Source: an optimization exercise on an open RTL-to-GDS flow (aim: small area and a short achievable clock period). Production flows keep margins and buffers that such runs may drop.
The RTL was checked by simulation tests, not by an equivalence proof against the original design.

## run A
Design mul_div_unit, start of the top module:
module mul_div_unit #(
    parameter int WIDTH   = 32,
    parameter int MUL_LAT = 5,
    parameter int DIV_LAT = 10
) (
    input  logic             clk,
    input  logic             reset,
    input  logic             start,
    input  logic [2:0]       op,
    input  logic [WIDTH-1:0] a,
    input  logic [WIDTH-1:0] b,
    input  logic             flush,
    output logic             busy,
    output logic             done,
    output logic [WIDTH-1:0] hi,
    output logic [WIDTH-1:0] lo
);
    logic [31:0] x;
    logic [33:0] ph;
    logic [31:0] pl;
    logic        f_div, d_neg, neg_a;     
    logic [3:0]  cnt;
    logic        run;             
    logic        m_last, d_first, d_last;    
    assign m_last  = (cnt == 4'd4);
    assign d_first = (cnt == 4'd0);
    assign d_last  = (cnt == 4'd9);
    logic [34:0] xs;              
    assign xs    = {{3{d_neg}}, x};
    logic [34:0] ain [0:4];
    logic [34:0] pp  [0:3];
    logic [34:0] sum [0:3];
    logic [3:0]  qb, rneg;
    logic [3:0]  c_one, c_two, c_neg;
    assign ain[0] = {ph[33], ph};
    for (genvar k = 0; k < 4; k++) begin : g_row
        if (k == 0) begin : g_n0
            assign rneg[k] = c_neg[k];
        end else begin : g_nk
            assign rneg[k] = c_neg[k] ^ (f_div & ~qb[k-1]);
        end
  ...
For scale: about 180 flip-flops.
export LEC_CHECK = 0
export ABC_AREA = 1
export CAP_MARGIN = 20
export CORE_MARGIN = 2
export CORE_UTILIZATION = 65
export SLEW_MARGIN = 20
create_clock -name core_clock -period 90.0 [get_ports {clk}]
standard.sh (not shown) runs the stock make flow with config.mk's settings and CLKGATE_MAP_FILE= SYNTH_SCRIPT=/design/flow/synth_recipe.tcl, a recipe that flattens the netlist after the stock synthesis.
==> flow/flow/run.sh <==
#!/bin/bash
# The standard layout (standard synthesis included), with the port
# buffers made from the smallest plain buffer, the clock tree built from
# clkbuf_8 and clkbuf_16 without dummy loads, and timing repair aiming for
# a 71 ns setup slack at the design's clock period.
set -euo pipefail
bash standard.sh \
  BUFFER_PORTS_ARGS="-buffer_cell sky130_fd_sc_hd__buf_1" \
  CTS_ARGS="-sink_clustering_enable -repair_clock_nets -buf_list {sky130_fd_sc_hd__clkbuf_8 sky130_fd_sc_hd__clkbuf_16} -dont_use_dummy_load" \
  SETUP_SLACK_MARGIN=71 \
  finish > standard.log 2>&1
Input changes introduced in run B (baseline for comparison: run A):
Settings: swapping 65 for 78 in CORE_UTILIZATION.
==> flow/flow/run.sh <==
#!/bin/bash
set -euo pipefail
bash standard.sh \
  BUFFER_PORTS_ARGS="-buffer_cell sky130_fd_sc_hd__buf_1" \
  CTS_ARGS="-sink_clustering_enable -repair_clock_nets -buf_list sky130_fd_sc_hd__clkbuf_16 -dont_use_dummy_load" \
  SETUP_SLACK_MARGIN=71 \
  finish > standard.log 2>&1
--- outcome ---
The flow did not stop early for run B: all stages ran, and the layout cleared the timing, DRC and antenna checks. Run B vs. run A: number of detailed-routing iterations run before antenna repair went up by 1. [compare] base=run A new=run B: fraction of area in registers held; average size of a mapped cell closely matched the old numbers; aggregate routed wire length now sits lower; final area has decreased. Against run A, run B comes in 150 ps lower on worst-case register-to-register setup slack.
Changes in run C relative to run B:
Settings: swapping 78 for 65 in CORE_UTILIZATION.
==> flow/flow/run.sh <==
#!/bin/bash
set -euo pipefail
bash standard.sh \
  BUFFER_PORTS_ARGS="-buffer_cell sky130_fd_sc_hd__buf_1" \
  CTS_ARGS="-sink_clustering_enable -repair_clock_nets -buf_list sky130_fd_sc_hd__clkbuf_16 -dont_use_dummy_load" \
  SETUP_SLACK_MARGIN=70.8 \
  finish > standard.log 2>&1
### Flow results
Total instance count after detailed placement of run C exceeds that of run B by a few percent. The synthesis-to-layout area growth in run C sits 0.28 points below the value recorded for run B. Run C vs. run B: shortest clock period the worst path allows after layout went up by 23 ps. First-iteration DRC count in run C is 651 below run B.
> inputs changed (run C -> run D)
==> flow/flow/run.sh <==
#!/bin/bash
set -euo pipefail
bash standard.sh \
  BUFFER_PORTS_ARGS="-buffer_cell sky130_fd_sc_hd__buf_1" \
  CTS_ARGS="-sink_clustering_enable -repair_clock_nets -buf_list sky130_fd_sc_hd__clkbuf_16 -dont_use_dummy_load" \
  SETUP_SLACK_MARGIN=71.4 \
  finish > standard.log 2>&1
==> comparison <==
- Relative to run C, global routing usage on met2 increased by 2.7 points in run D.
- From run D to run C, part of the Yosys area used for sequential elements did not move at all.
- [compare] base=run C new=run D: via count normalized by instance count higher.

---

mul_div_unit again, from the RTL that the note above started with.
export LEC_CHECK = 0
export ABC_AREA = 1
export CAP_MARGIN = 20
export CORE_MARGIN = 2
export CORE_UTILIZATION = 78
export SLEW_MARGIN = 20
create_clock -name core_clock -period 90.0 [get_ports {clk}]
==> flow/flow/run.sh <==
#!/bin/bash
set -euo pipefail
bash standard.sh \
  BUFFER_PORTS_ARGS="-buffer_cell sky130_fd_sc_hd__buf_1" \
  CTS_ARGS="-sink_clustering_enable -repair_clock_nets -buf_list sky130_fd_sc_hd__clkbuf_16 -dont_use_dummy_load" \
  SETUP_SLACK_MARGIN=70.8 \
  finish > standard.log 2>&1
The baseline finished with timing, DRC and antenna clean.
Change:
--- a/flow/flow/run.sh
+++ b/flow/flow/run.sh
@@ -5,3 +5,3 @@
   CTS_ARGS="-sink_clustering_enable -repair_clock_nets -buf_list sky130_fd_sc_hd__clkbuf_16 -dont_use_dummy_load" \
-  SETUP_SLACK_MARGIN=70.8 \
+  SETUP_SLACK_MARGIN=71 \
   finish > standard.log 2>&1
- CORE_UTILIZATION: 78 -> 65
Wire length fell by 0.67%.
Clock-buffer cell count stays the same.
Setup slack improves by 76 ps.
Final cell count rises by 2.3%.
Cell area is higher by 0.96%.
Maximum frequency went up by 0.40%.
Die area goes up by 19%.
Change:
--- a/flow/flow/run.sh
+++ b/flow/flow/run.sh
@@ -5,3 +5,3 @@
   CTS_ARGS="-sink_clustering_enable -repair_clock_nets -buf_list sky130_fd_sc_hd__clkbuf_16 -dont_use_dummy_load" \
-  SETUP_SLACK_MARGIN=71 \
+  SETUP_SLACK_MARGIN=70.6 \
   finish > standard.log 2>&1
After rerunning: The changed run ran to the end with no violations. Hold slack loses 6.8 ps. Fmax goes down slightly. Flip-flop and latch count stays the same. Sequential share of layout area goes up by 0.23 points.

---

== before ==
mul_div_unit, a different RTL version from the one above (not shown whole).
For scale: about 2500 cells after synthesis, roughly 140 I/O pins, ~19000 um2 of cells after synthesis.
Design mul_div_unit, start of the top module:
module mul_div_unit #(
    parameter int WIDTH   = 32,
    parameter int MUL_LAT = 5,
    parameter int DIV_LAT = 10
) (
    input  logic             clk,
    input  logic             reset,
    input  logic             start,
    input  logic [2:0]       op,
    input  logic [WIDTH-1:0] a,
    input  logic [WIDTH-1:0] b,
    input  logic             flush,
    output logic             busy,
    output logic             done,
    output logic [WIDTH-1:0] hi,
    output logic [WIDTH-1:0] lo
);
    logic [31:0] x;
    logic [33:0] ph;
    logic [31:0] pl;
    logic        f_div, f_sgn, neg_a;
    logic [3:0]  cnt;
    logic        run;             
    logic        m_last, d_first, d_last;    
    logic [34:0] xs;              
    logic        d_neg;           
    assign d_neg = f_sgn & x[31];
    assign xs    = {{3{d_neg}}, x};
    logic [34:0] ain [0:4];
    logic [34:0] pp  [0:3];
    logic [34:0] sum [0:3];
    logic [3:0]  qb, rneg;
    logic [3:0]  c_one, c_two, c_neg;
    assign ain[0] = {ph[33], ph};
    for (genvar k = 0; k < 4; k++) begin : g_row
        if (k == 0) begin : g_n0
            assign rneg[k] = c_neg[k];
        end else begin : g_nk
            assign rneg[k] = c_neg[k] ^ (f_div & ~qb[k-1]);
        end
        assign pp[k] = (({35{c_one[k]}} & xs) | ({35{c_two[k]}} & {xs[33:0], 1'b0}))
                     ^ {35{rneg[k]}};
        logic co_unused;
        if (k < 0) begin : g_fast
            add35_ks u_add (.a(ain[k]), .b(pp[k]), .ci(rneg[k]), .s(sum[k]), .co(co_unused));
        end else begin : g_small
            add35_bk u_add (.a(ain[k]), .b(pp[k]), .ci(rneg[k]), .s(sum[k]), .co(co_unused));
        end
        assign qb[k]    = ~sum[k][34];
        assign ain[k+1] = f_div ? {sum[k][33:0], pl[30-k]}
                                : {{2{sum[k][34]}}, sum[k][34:2]};
    end
    function automatic logic [2:0] booth(input logic [2:0] t);    
        booth[2] = t[1] ^ t[0];
  ...
==> flow/config.mk <==
export PLATFORM = sky130hd
export DESIGN_NAME = mul_div_unit
export DESIGN_NICKNAME = mul_div_unit
export VERILOG_FILES = /design/flow/design.v
export SDC_FILE = /design/flow/constraint.sdc
export NUM_CORES = 4
export LEC_CHECK = 0
export ABC_AREA = 1
export CAP_MARGIN = 20
export CORE_MARGIN = 2
export CORE_UTILIZATION = 40
export CTS_BUF_LIST = sky130_fd_sc_hd__clkbuf_8
export SLEW_MARGIN = 20
==> flow/constraint.sdc <==
create_clock -name core_clock -period 90.0 [get_ports {clk}]
set_input_delay 18.0000 -clock core_clock [delete_from_list [all_inputs] [get_ports {clk}]]
set_output_delay 18.0000 -clock core_clock [all_outputs]
set_load 0.01 [all_outputs]
==> flow/flow/run.sh <==
#!/bin/bash
# The standard layout (standard synthesis included), with the port
# buffers made from the smallest plain buffer instead of the default cell.
set -euo pipefail
bash standard.sh BUFFER_PORTS_ARGS="-buffer_cell sky130_fd_sc_hd__buf_1" finish > standard.log 2>&1
before: PASS, flow complete, no timing, DRC or antenna violations
The following lists how after was set up differently from before:
--- a/flow/config.mk
+++ b/flow/config.mk
@@ -11,3 +11,2 @@
 export CORE_UTILIZATION = 40
-export CTS_BUF_LIST = sky130_fd_sc_hd__clkbuf_8
 export SLEW_MARGIN = 20
==> summary.txt <==
Taking before as the reference, in after detail-routed via count per cell flat, number of sequential cells in the layout flat.
The first-iteration DRC count of after was superior to that of before.
Changes observed in after relative to before: wire length now sits at about the same level, global routing met1 resource utilization now sits at about the same level.
Re synthesized cell area: no difference whatsoever between before and after.
Of the two values seen for slowest cell on the critical path, dfrtp_1 was produced by before and buf_4 by after.
Endpoint required time on the critical path was lower in before than in after.
Re sequential share of layout area: after is 0.20 points down on before.
Final critical-path setup slack for after is higher than for before.
Number of antenna repair diodes came out exactly the same in before and after.

==> re-timing with driven ports <==
In the flow no input, the clock included, has a driving cell. The finished layouts below were timed again as built, in two steps.
Step 1 (the two cells are an assumption about what drives the block):
set clk [get_ports {clk}]
set_driving_cell -lib_cell sky130_fd_sc_hd__clkbuf_16 $clk
set_driving_cell -lib_cell sky130_fd_sc_hd__buf_2 [delete_from_list [all_inputs] $clk]
Step 2 also shifts input and output timing later by t, the mid clock arrival at the registers, as if the neighbouring blocks saw the same clock.
a / b / c = no drivers / after step 1 / after step 2; a / b = the first two.
run	shift t [ns]	setup WS [ns]	worst setup path after step 2	worst register clock-pin slew, ns
run A	0.495	70.961 / 70.908 / 70.598	input to register	0.10 / 0.10
run B	0.496	70.965 / 70.912 / 70.575	input to register	0.09 / 0.09
run C	0.491	70.942 / 70.891 / 70.535	input to register	0.09 / 0.09
run D	0.504	70.978 / 70.922 / 70.683	input to register	0.10 / 0.10
the first run of note 2	0.494	70.886 / 70.905 / 70.421	input to register	0.09 / 0.09
the second run of note 2	0.495	70.961 / 70.908 / 70.598	input to register	0.10 / 0.10
the third run of note 2	0.491	70.821 / 70.853 / 70.362	input to register	0.10 / 0.10
before	0.603	70.775 / 70.727 / 70.376	input to register	0.12 / 0.12
after	0.529	70.849 / 70.804 / 70.347	input to register	0.08 / 0.08
After both steps setup and hold are still met in every run listed. For after, which loses most, drivers alone change the setup slack by -0.045 ns; drivers and shift together by -0.502 ns.
